Source: an optimization exercise on an open RTL-to-GDS flow (aim: small area, a short achievable clock period and few clock cycles per item). Production flows keep margins and buffers that such runs may drop.
Where RTL was checked, it was by simulation tests only, not by an equivalence proof against the original.
No activity file was given, so power comes from the tool's default toggle rates.

== cedar ==
## fixed_step_accumulator
module fixed_step_accumulator (
   input  logic                                 clock,
   input  logic                                 reset,
   input  logic                                 req_valid,
   output logic                                 req_ready,
   input  logic                                 req_operation,
   input  logic signed [fsa_pkg::ELAPSED_WIDTH-1:0] req_elapsed,
   output logic                                 rsp_valid,
   input  logic                                 rsp_ready,
   output logic [fsa_pkg::STEP_LIM_WIDTH-1:0]   rsp_step_count,
   output logic                                 rsp_dropped,
   output logic [fsa_pkg::BLEND_WIDTH-1:0]      rsp_blend_fraction,
   output logic [fsa_pkg::COUNT_WIDTH-1:0]      rsp_drop_count,
   output logic [fsa_pkg::DROP_TIME_WIDTH-1:0]  rsp_dropped_time,
   output logic [fsa_pkg::COUNT_WIDTH-1:0]      rsp_total_steps,
   input  logic                                 csr_valid,
   output logic                                 csr_ready,
   input  logic [fsa_pkg::CSR_INDEX_WIDTH-1:0]  csr_index,
   input  logic [fsa_pkg::CSR_DATA_WIDTH-1:0]   csr_data
);
   localparam int J    = 1;
   localparam int BPC  = 2 * J;                      
   localparam int NFC  = 16 / BPC;                   
   localparam int NIC  = (8 + BPC - 1) / BPC;        
   localparam int MW   = NIC * BPC;                  
   localparam int QW   = MW;                         
   localparam int CW   = 3;
   localparam logic [2:0] ST_IDLE = 3'd0;
   localparam logic [2:0] ST_INT  = 3'd1;
   localparam logic [2:0] ST_FRAC = 3'd2;
   localparam logic [2:0] ST_CLR  = 3'd3;
   localparam logic [2:0] ST_DROP = 3'd4;
   logic [STEP_LEN_WIDTH-1:0] step_ff;
   logic [STEP_LIM_WIDTH-1:0] limit_ff;
   logic [25:0]               step3_ff;      
   logic [STEP_LEN_WIDTH-1:0] csr_len;
  ...
export LEC_CHECK = 0
export CAP_MARGIN = 20
export CORE_MARGIN = 2
export CORE_UTILIZATION = 40
export SLEW_MARGIN = 20
create_clock -name core_clock -period 10.0 [get_ports {clock}]
standard.sh (not shown) runs the stock make flow with config.mk's settings and CLKGATE_MAP_FILE= SYNTH_SCRIPT=/design/flow/synth_recipe.tcl, a recipe that flattens the netlist after the stock synthesis.
==> flow/flow/run.sh <==
#!/bin/bash
set -euo pipefail
bash standard.sh SETUP_SLACK_MARGIN=6 finish > standard_make.log 2>&1
Testbench counts of cedar, summed over its fixed seeds: cycles 29,163, items 3,200.
> inputs changed (cedar -> amber)
--- a/flow/design.v
+++ b/flow/design.v
@@ -145,48 +145,57 @@
          for (int c = 0; c < NIC; c++) begin
             if (cnt_ff == CW'(c)) begin
                lsh_dig[i] = lw[c*BPC + 2*i +: 2];
             end
          end
       end
    end
    assign r_s[0] = rw_ff;
    assign t_s[0] = tight_ff;
    for (genvar i = 0; i < J; i++) begin : g_step
-      logic [31:0] t;
-      logic [32:0] d1, d2, d3;
+      logic [26:0] tn;
+      logic [4:0]  th;
+      logic        wide;
+      logic [26:0] n1, n2, n3;
       logic        f1, f2, f3;
+      logic        g1, g2, g3;
       logic [1:0]  m;
       logic        ct;
       logic        s1, s2, s3;
-      assign t  = {r_s[i][29:0], clamp ? qs_ff[QW-1-2*i -: 2] : 2'b00};
-      fsa_bk_add #(.N(32)) u_d1 (
-         .a(t), .b(~{7'd0, step_ff}), .cin(1'b1), .s(d1[31:0]), .cout(f1)
+      logic [26:0] rn;
+      logic        bm;
+      assign tn   = {r_s[i][24:0], clamp ? qs_ff[QW-1-2*i -: 2] : 2'b00};
+      assign th   = r_s[i][29:25];
+      assign wide = |r_s[i][31:25];
+      fsa_bk_add #(.N(27)) u_n1 (
+         .a(tn), .b(~{2'd0, step_ff}), .cin(1'b1), .s(n1), .cout(f1)
       );
-      fsa_bk_add #(.N(32)) u_d2 (
-         .a(t), .b(~{6'd0, step_ff, 1'b0}), .cin(1'b1), .s(d2[31:0]), .cout(f2)
+      fsa_bk_add #(.N(27)) u_n2 (
+         .a(tn), .b(~{1'd0, step_ff, 1'b0}), .cin(1'b1), .s(n2), .cout(f2)
       );
-      fsa_bk_add #(.N(32)) u_d3 (
-         .a(t), .b(~{6'd0, step3_ff}), .cin(1'b1), .s(d3[31:0]), .cout(f3)
+      fsa_bk_add #(.N(27)) u_n3 (
+         .a(tn), .b(~{1'd0, step3_ff}), .cin(1'b1), .s(n3), .cout(f3)
       );
-      assign d1[32] = 1'b0;
-      assign d2[32] = 1'b0;
-      assign d3[32] = 1'b0;
       assign m  = lsh_dig[J-1-i];
       assign ct = clamp && t_s[i];
-      assign s3 = f3 && (!ct || (m == 2'd3));
-      assign s2 = f2 && !s3 && (!ct || m[1]);
-      assign s1 = f1 && !s3 && !s2 && (!ct || (m != 2'd0));
-      assign r_s[i+1] = s3 ? d3[31:0] : s2 ? d2[31:0] : s1 ? d1[31:0] : t;
+      assign g1 = f1 || wide;
+      assign g2 = f2 || wide;
+      assign g3 = f3 || wide;
+      assign s3 = g3 && (!ct || (m == 2'd3));
+      assign s2 = g2 && !s3 && (!ct || m[1]);
+      assign s1 = g1 && !s3 && !s2 && (!ct || (m != 2'd0));
+      assign rn = s3 ? n3 : s2 ? n2 : s1 ? n1 : tn;
+      assign bm = (m == 2'd3) ? !f3 : (m == 2'd2) ? !f2 : (m == 2'd1) ? !f1 : 1'b0;
+      assign r_s[i+1] = {wide ? th - 5'(bm) : 5'd0, rn};
       assign dig[i]   = {s3 || s2, s3 || s1};
-      assign t_s[i+1] = t_s[i] && ((m == 2'd0) || (m == 2'd1 && f1) ||
-                                   (m == 2'd2 && f2) || (m == 2'd3 && f3));
+      assign t_s[i+1] = t_s[i] && ((m == 2'd0) || (m == 2'd1 && g1) ||
+                                   (m == 2'd2 && g2) || (m == 2'd3 && g3));
    end
    logic [BPC-1:0] digs;
    always_comb begin
       for (int i = 0; i < J; i++) begin
          digs[BPC-1-2*i -: 2] = dig[i];
       end
    end
    logic [QW-1:0] qs_nx;
    logic [15:0]   bl_nx;
    assign qs_nx = {qs_ff[QW-1-BPC:0], digs};
--- outcome ---
Compare amber and cedar | portion of total power attributed to combinational logic lower: amber. Worst hold margin: amber vs cedar — no meaningful difference. Note that the count of instances resized after the clock tree is built recorded for amber amounts to 1.2 times the value seen in cedar. Compared to cedar, the routing of amber uses less wire. amber ended with more final critical path time including I/O delays and setup than cedar. Diff cedar -> amber: fraction of standard cell area that is sequential roughly the same; final worst-path cycle share higher; synthesized cell count lower; maximum achievable frequency lower. Re x dimension of the die: amber and cedar aren't equal, and the lower value belongs to amber. For wire length on met1, dividing the value from cedar by the value from amber gives 0.948. amber packs its core tighter than cedar. amber -> cedar: number of antenna cells inserted delta 0, exact match.
Function not checked in amber: the RTL went through the layout flow alone.

---

fixed_step_accumulator, a different RTL version from the one above (not shown whole).
For scale: about 2400 cells after synthesis, about 270 flip-flops, about 210 I/O pins, roughly 21000 sq um of cells after synthesis.
## fixed_step_accumulator
module fixed_step_accumulator (
   input  logic                                 clock,
   input  logic                                 reset,
   input  logic                                 req_valid,
   output logic                                 req_ready,
   input  logic                                 req_operation,
   input  logic signed [fsa_pkg::ELAPSED_WIDTH-1:0] req_elapsed,
   output logic                                 rsp_valid,
   input  logic                                 rsp_ready,
   output logic [fsa_pkg::STEP_LIM_WIDTH-1:0]   rsp_step_count,
   output logic                                 rsp_dropped,
   output logic [fsa_pkg::BLEND_WIDTH-1:0]      rsp_blend_fraction,
   output logic [fsa_pkg::COUNT_WIDTH-1:0]      rsp_drop_count,
   output logic [fsa_pkg::DROP_TIME_WIDTH-1:0]  rsp_dropped_time,
   output logic [fsa_pkg::COUNT_WIDTH-1:0]      rsp_total_steps,
   input  logic                                 csr_valid,
   output logic                                 csr_ready,
   input  logic [fsa_pkg::CSR_INDEX_WIDTH-1:0]  csr_index,
   input  logic [fsa_pkg::CSR_DATA_WIDTH-1:0]   csr_data
);
==> flow/config.mk <==
export PLATFORM = sky130hd
export DESIGN_NAME = fixed_step_accumulator
export DESIGN_NICKNAME = fixed_step_accumulator
export VERILOG_FILES = /design/flow/design.v
export SDC_FILE = /design/flow/constraint.sdc
export NUM_CORES = 4
export LEC_CHECK = 0
export CAP_MARGIN = 20
export CORE_MARGIN = 2
export CORE_UTILIZATION = 40
export SLEW_MARGIN = 20
==> flow/constraint.sdc <==
create_clock -name core_clock -period 10.0 [get_ports {clock}]
set_input_delay 2.0000 -clock core_clock [delete_from_list [all_inputs] [get_ports {clock}]]
set_output_delay 2.0000 -clock core_clock [all_outputs]
set_load 0.01 [all_outputs]
Scripts as last shown in full above: flow/flow/run.sh
Edit:
--- a/flow/design.v
+++ b/flow/design.v
@@ -205,29 +205,27 @@
    assign drop_last = (st_ff == ST_DROP) && (cnt_ff == '0);
    assign dchk      = (st_ff == ST_FRAC) && first_ff;
    logic [31:0] dcmp_s;
    logic        rw_ge_s;
    fsa_bk_add #(.N(32)) u_dcmp (
       .a(rw_ff), .b(~{7'd0, step_ff}), .cin(1'b1), .s(dcmp_s), .cout(rw_ge_s)
    );
    assign drop      = tight_ff && rw_ge_s;
    assign fin       = (st_ff == ST_CLR) || frac_last || drop_last;
    assign emit      = fin && adv;
    assign req_ready = (st_ff == ST_IDLE) || (fin && !rsp_valid_ff);
    assign start     = req_valid && req_ready;
-   assign req_clear = req_operation;
-   logic [31:0] a_add;
+   assign req_clear    = req_operation;
    logic [31:0] a_sum;
-   assign a_add = 32'(rem_ff) + {1'b0, req_elapsed[30:0]};
-   assign a_sum = req_elapsed[31] ? 32'(rem_ff) : a_add;
+   assign a_sum = 32'(rem_ff) + (req_elapsed[31] ? 32'd0 : {1'b0, req_elapsed[30:0]});
    logic [31:0]   rw_ld;
    logic [QW-1:0] qs_ld;
    always_comb begin
       rw_ld  = a_sum;
       qs_ld  = '0;
       for (int c = 1; c <= NIC; c++) begin
          if (nbc == 3'(c)) begin
             rw_ld  = a_sum >> (c * BPC);
             qs_ld  = QW'(a_sum) << (QW - c * BPC);
          end
       end
    end
@@ -245,27 +243,27 @@
       end
    end
    logic [25:0] step3;
    logic        step3_co;
    fsa_bk_add #(.N(26)) u_step3 (
       .a({1'b0, step_ff}), .b({step_ff, 1'b0}), .cin(1'b0), .s(step3), .cout(step3_co)
    );
    always_ff @(posedge clock) begin
       step3_ff <= step3;
    end
    logic [16:0] dpart;
    logic [15:0] lpart;
-   assign lpart = (cnt_ff == CW'(2)) ? rw_ff[15:0] : (cnt_ff == CW'(1)) ? rw_ff[31:16] : 16'd0;
+   assign lpart = dchk ? rw_ff[15:0] : (cnt_ff == CW'(1)) ? rw_ff[31:16] : 16'd0;
    fsa_bk_add #(.N(16)) u_dpart (
-      .a(disc_ff[15:0]), .b(lpart), .cin(dc_ff && (cnt_ff != CW'(2))),
+      .a(disc_ff[15:0]), .b(lpart), .cin(dc_ff && !dchk),
       .s(dpart[15:0]), .cout(dpart[16])
    );
    logic [COUNT_WIDTH-1:0] tsum;
    logic                   tsum_co;
    fsa_bk_add #(.N(COUNT_WIDTH)) u_tsum (
       .a(total_ff), .b({24'd0, out_steps_ff}), .cin(1'b0), .s(tsum), .cout(tsum_co)
    );
    always_ff @(posedge clock) begin
       if (reset) begin
          st_ff  <= ST_IDLE;
          int_ff <= 1'b0;
       end else if (start) begin
@@ -285,25 +283,26 @@
                first_ff <= 1'b1;
                if (cnt_ff == '0) begin
                   st_ff  <= ST_FRAC;
                   int_ff <= 1'b0;
                   qs_ff  <= '0;
                   cnt_ff <= CW'(NFC - 1);
                end
             end
             ST_FRAC: begin
                first_ff <= 1'b0;
                if (dchk && drop) begin
                   st_ff  <= ST_DROP;
-                  cnt_ff <= CW'(2);
+                  cnt_ff <= CW'(1);
+                  dc_ff  <= dpart[16];
                end else begin
                   rw_ff  <= r_s[J];
                   cnt_ff <= cnt_ff - 1'b1;
                   if (cnt_ff == '0) begin
                      st_ff <= ST_IDLE;
                   end
                end
             end
             ST_DROP: begin
                dc_ff  <= dpart[16];
                cnt_ff <= cnt_ff - 1'b1;
                if (cnt_ff == '0) begin
@@ -328,28 +327,27 @@
          rsp_valid_ff <= 1'b0;
       end else begin
          if (start && req_clear) begin
             rem_ff <= '0;
          end
          if (adv && int_last) begin
             out_steps_ff <= 8'(qs_nx);
          end
          if (adv && (st_ff == ST_FRAC)) begin
             out_blend_ff <= bl_nx;
          end
          if (adv && dchk) begin
-            rem_ff <= rw_ff[REM_WIDTH-1:0];
+            rem_ff <= drop ? '0 : rw_ff[REM_WIDTH-1:0];
          end
-         if (adv && (st_ff == ST_DROP)) begin
-            rem_ff <= '0;
+         if (adv && ((dchk && drop) || (st_ff == ST_DROP))) begin
             if (drop_last && dpart[16]) begin
                disc_ff <= '1;
             end else begin
                disc_ff <= {dpart[15:0], disc_ff[DROP_TIME_WIDTH-1:16]};
             end
          end
          if (emit) begin
             rsp_valid_ff <= 1'b1;
             if (st_ff == ST_CLR) begin
                out_steps_ff <= '0;
                out_drop_ff  <= 1'b0;
                out_blend_ff <= '0;
Result: Design area rose by 1.1%. Worst setup slack got worse by 63 ps. Cell count came out lower by 2.3%. Clock skew drops by 5.8 ps. Critical path depth grows by 1.
No run of this note included a check of the RTL's function; only the layout flow was run.

---

branch garnet:
fixed_step_accumulator, a different RTL version from the one above (not shown whole).
Size: roughly 2400 cells after synthesis, about 300 flip-flops, roughly 210 I/O pins.
==> flow/design.v (excerpt) <==
module fixed_step_accumulator (
   input  logic                                 clock,
   input  logic                                 reset,
   input  logic                                 req_valid,
   output logic                                 req_ready,
   input  logic                                 req_operation,
   input  logic signed [fsa_pkg::ELAPSED_WIDTH-1:0] req_elapsed,
   output logic                                 rsp_valid,
   input  logic                                 rsp_ready,
   output logic [fsa_pkg::STEP_LIM_WIDTH-1:0]   rsp_step_count,
   output logic                                 rsp_dropped,
   output logic [fsa_pkg::BLEND_WIDTH-1:0]      rsp_blend_fraction,
   output logic [fsa_pkg::COUNT_WIDTH-1:0]      rsp_drop_count,
   output logic [fsa_pkg::DROP_TIME_WIDTH-1:0]  rsp_dropped_time,
   output logic [fsa_pkg::COUNT_WIDTH-1:0]      rsp_total_steps,
   input  logic                                 csr_valid,
   output logic                                 csr_ready,
   input  logic [fsa_pkg::CSR_INDEX_WIDTH-1:0]  csr_index,
   input  logic [fsa_pkg::CSR_DATA_WIDTH-1:0]   csr_data
);
==> flow/config.mk <==
export PLATFORM = sky130hd
export DESIGN_NAME = fixed_step_accumulator
export DESIGN_NICKNAME = fixed_step_accumulator
export VERILOG_FILES = /design/flow/design.v
export SDC_FILE = /design/flow/constraint.sdc
export NUM_CORES = 4
export LEC_CHECK = 0
export CAP_MARGIN = 20
export CORE_MARGIN = 2
export CORE_UTILIZATION = 40
export SLEW_MARGIN = 20
==> flow/constraint.sdc <==
create_clock -name core_clock -period 10.0 [get_ports {clock}]
set_input_delay 2.0000 -clock core_clock [delete_from_list [all_inputs] [get_ports {clock}]]
set_output_delay 2.0000 -clock core_clock [all_outputs]
set_load 0.01 [all_outputs]
Scripts as last shown in full above: flow/flow/run.sh
Setup changes, branch garnet to branch onyx
-- flow/design.v --
<<< branch garnet, line 154
   assign t_s[0] = tight_ff;
   for (genvar i = 0; i < J; i++) begin : g_step
      logic [31:0] t;
      logic [32:0] d1, d2, d3;
      logic        f1, f2, f3;
      logic [1:0]  m;
      logic        ct;
      logic        s1, s2, s3;
      assign t  = {r_s[i][29:0], qs_ff[QW-1-2*i -: 2]};
      fsa_bk_add #(.N(32)) u_d1 (
         .a(t), .b(~{7'd0, step_ff}), .cin(1'b1), .s(d1[31:0]), .cout(f1)
      );
      fsa_bk_add #(.N(32)) u_d2 (
         .a(t), .b(~{6'd0, step_ff, 1'b0}), .cin(1'b1), .s(d2[31:0]), .cout(f2)
      );
      fsa_bk_add #(.N(32)) u_d3 (
         .a(t), .b(~{6'd0, step3_ff}), .cin(1'b1), .s(d3[31:0]), .cout(f3)
      );
      assign d1[32] = 1'b0;
      assign d2[32] = 1'b0;
      assign d3[32] = 1'b0;
      assign m  = lsh_dig[J-1-i];
      assign ct = clamp && t_s[i];
      assign s3 = f3 && (!ct || (m == 2'd3));
      assign s2 = f2 && !s3 && (!ct || m[1]);
      assign s1 = f1 && !s3 && !s2 && (!ct || (m != 2'd0));
      assign r_s[i+1] = s3 ? d3[31:0] : s2 ? d2[31:0] : s1 ? d1[31:0] : t;
      assign dig[i]   = {s3 || s2, s3 || s1};
      assign t_s[i+1] = t_s[i] && ((m == 2'd0) || (m == 2'd1 && f1) ||
                                   (m == 2'd2 && f2) || (m == 2'd3 && f3));
   end
   logic [BPC-1:0] digs;
>>> branch onyx, line 154
   assign t_s[0] = tight_ff;
   for (genvar i = 0; i < J; i++) begin : g_step
      logic [26:0] tn;
      logic [4:0]  th;
      logic        wide;
      logic [26:0] n1, n2, n3;
      logic        f1, f2, f3;
      logic        g1, g2, g3;
      logic [1:0]  m;
      logic        ct;
      logic        s1, s2, s3;
      logic [26:0] rn;
      logic        bm;
      assign tn   = {r_s[i][24:0], qs_ff[QW-1-2*i -: 2]};
      assign th   = r_s[i][29:25];
      assign wide = |r_s[i][31:25];
      fsa_bk_add #(.N(27)) u_n1 (
         .a(tn), .b(~{2'd0, step_ff}), .cin(1'b1), .s(n1), .cout(f1)
      );
      fsa_bk_add #(.N(27)) u_n2 (
         .a(tn), .b(~{1'd0, step_ff, 1'b0}), .cin(1'b1), .s(n2), .cout(f2)
      );
      fsa_bk_add #(.N(27)) u_n3 (
         .a(tn), .b(~{1'd0, step3_ff}), .cin(1'b1), .s(n3), .cout(f3)
      );
      assign m  = lsh_dig[J-1-i];
      assign ct = clamp && t_s[i];
      assign g1 = f1 || wide;
      assign g2 = f2 || wide;
      assign g3 = f3 || wide;
      assign s3 = g3 && (!ct || (m == 2'd3));
      assign s2 = g2 && !s3 && (!ct || m[1]);
      assign s1 = g1 && !s3 && !s2 && (!ct || (m != 2'd0));
      assign rn = s3 ? n3 : s2 ? n2 : s1 ? n1 : tn;
      assign bm = (m == 2'd3) ? !f3 : (m == 2'd2) ? !f2 : (m == 2'd1) ? !f1 : 1'b0;
      assign r_s[i+1] = {wide ? th - 5'(bm) : 5'd0, rn};
      assign dig[i]   = {s3 || s2, s3 || s1};
      assign t_s[i+1] = t_s[i] && ((m == 2'd0) || (m == 2'd1 && g1) ||
                                   (m == 2'd2 && g2) || (m == 2'd3 && g3));
   end
   logic [BPC-1:0] digs;
<<< branch garnet, line 264
   end
   logic [16:0] dpart;
   logic [15:0] lpart;
   assign lpart = (cnt_ff == CW'(2)) ? rw_ff[15:0] : (cnt_ff == CW'(1)) ? rw_ff[31:16] : 16'd0;
   fsa_bk_add #(.N(16)) u_dpart (
      .a(disc_ff[15:0]), .b(lpart), .cin(dc_ff && (cnt_ff != CW'(2))),
      .s(dpart[15:0]), .cout(dpart[16])
   );
>>> branch onyx, line 273
   end
   logic [16:0] dpart;
   fsa_bk_add #(.N(16)) u_dpart (
      .a(disc_ff[15:0]), .b(rw_ff[15:0]), .cin(dc_ff && !dchk),
      .s(dpart[15:0]), .cout(dpart[16])
   );
<<< branch garnet, line 305
               if (dchk && drop) begin
                  st_ff  <= ST_DROP;
                  cnt_ff <= CW'(2);
               end else begin
                  rw_ff  <= r_s[J];
>>> branch onyx, line 312
               if (dchk && drop) begin
                  st_ff  <= ST_DROP;
                  cnt_ff <= CW'(1);
                  rw_ff  <= rw_ff >> 16;
                  dc_ff  <= dpart[16];
               end else begin
                  rw_ff  <= r_s[J];
<<< branch garnet, line 315
            end
            ST_DROP: begin
               dc_ff  <= dpart[16];
               cnt_ff <= cnt_ff - 1'b1;
>>> branch onyx, line 324
            end
            ST_DROP: begin
               rw_ff  <= rw_ff >> 16;
               dc_ff  <= dpart[16];
               cnt_ff <= cnt_ff - 1'b1;
<<< branch garnet, line 348
         end
         if (adv && dchk) begin
            rem_ff <= rw_ff[REM_WIDTH-1:0];
         end
         if (adv && (st_ff == ST_DROP)) begin
            rem_ff <= '0;
            if (drop_last && dpart[16]) begin
               disc_ff <= '1;
>>> branch onyx, line 358
         end
         if (adv && dchk) begin
            rem_ff <= drop ? '0 : rw_ff[REM_WIDTH-1:0];
         end
         if (adv && ((dchk && drop) || (st_ff == ST_DROP))) begin
            if (drop_last && dpart[16]) begin
               disc_ff <= '1;
Notes after the runs:
Via count of the first global-routing pass delta (branch garnet -> branch onyx): insignificant. Looking at pin count of the biggest net entering global routing, branch onyx sits below branch garnet. On first-pass GRT wire length, branch garnet loses to branch onyx. Against branch garnet, the final cell area of branch onyx is higher. Lower fmax among branch garnet and branch onyx: branch onyx. Delta (branch onyx minus branch garnet): half-perimeter wire length of the detailed placement result has decreased; final wirelength has decreased; area growth from synthesis to layout has increased; via count has decreased. Note that the number of ordinary inverters in the final layout recorded for branch onyx amounts to 0.879 times the value seen in branch garnet.
Function was not checked in any run of this note: the RTL went through the layout flow alone.

==> static timing again, ports no longer ideal <==
No port has a modelled driver above. Below, the same layouts with a new extraction and two added sets of constraints. Step 1, drivers: a clkbuf_16 drives clock and a buf_2 each remaining input, both assumed. Step 2 also shifts input and output timing later by t, the mid clock arrival at the registers, as if the neighbouring blocks saw the same clock. Slacks: ideal / step 1 / step 2; pairs: ideal / step 1.
| run | t (ns) | slack for setup (ns) | latest minus earliest clock arrival (ns) | slew at the worst register clock pin (ns) | cell pins on the clock port's net |
|---|---|---|---|---|---|
| cedar | 0.607 | 5.987 / 5.987 / 5.523 | 0.023 / 0.023 | 0.07 / 0.07 | 1 |
| amber | 0.621 | 5.353 / 5.353 / 5.353 | 0.024 / 0.023 | 0.06 / 0.06 | 1 |
| the first run of note 2 | 0.613 | 5.634 / 5.663 / 5.050 | 0.032 / 0.031 | 0.07 / 0.07 | 1 |
| the second run of note 2 | 0.612 | 5.571 / 5.580 / 4.968 | 0.026 / 0.026 | 0.06 / 0.06 | 1 |
| branch garnet | 0.615 | 6.030 / 6.030 / 5.632 | 0.021 / 0.021 | 0.06 / 0.06 | 1 |
| branch onyx | 0.615 | 5.214 / 5.214 / 5.214 | 0.015 / 0.015 | 0.06 / 0.06 | 1 |
After both steps every run listed still meets setup and hold. The setup slack of the second run of note 2, which loses most, moves by +0.009 ns with the drivers and by -0.603 ns with both steps.
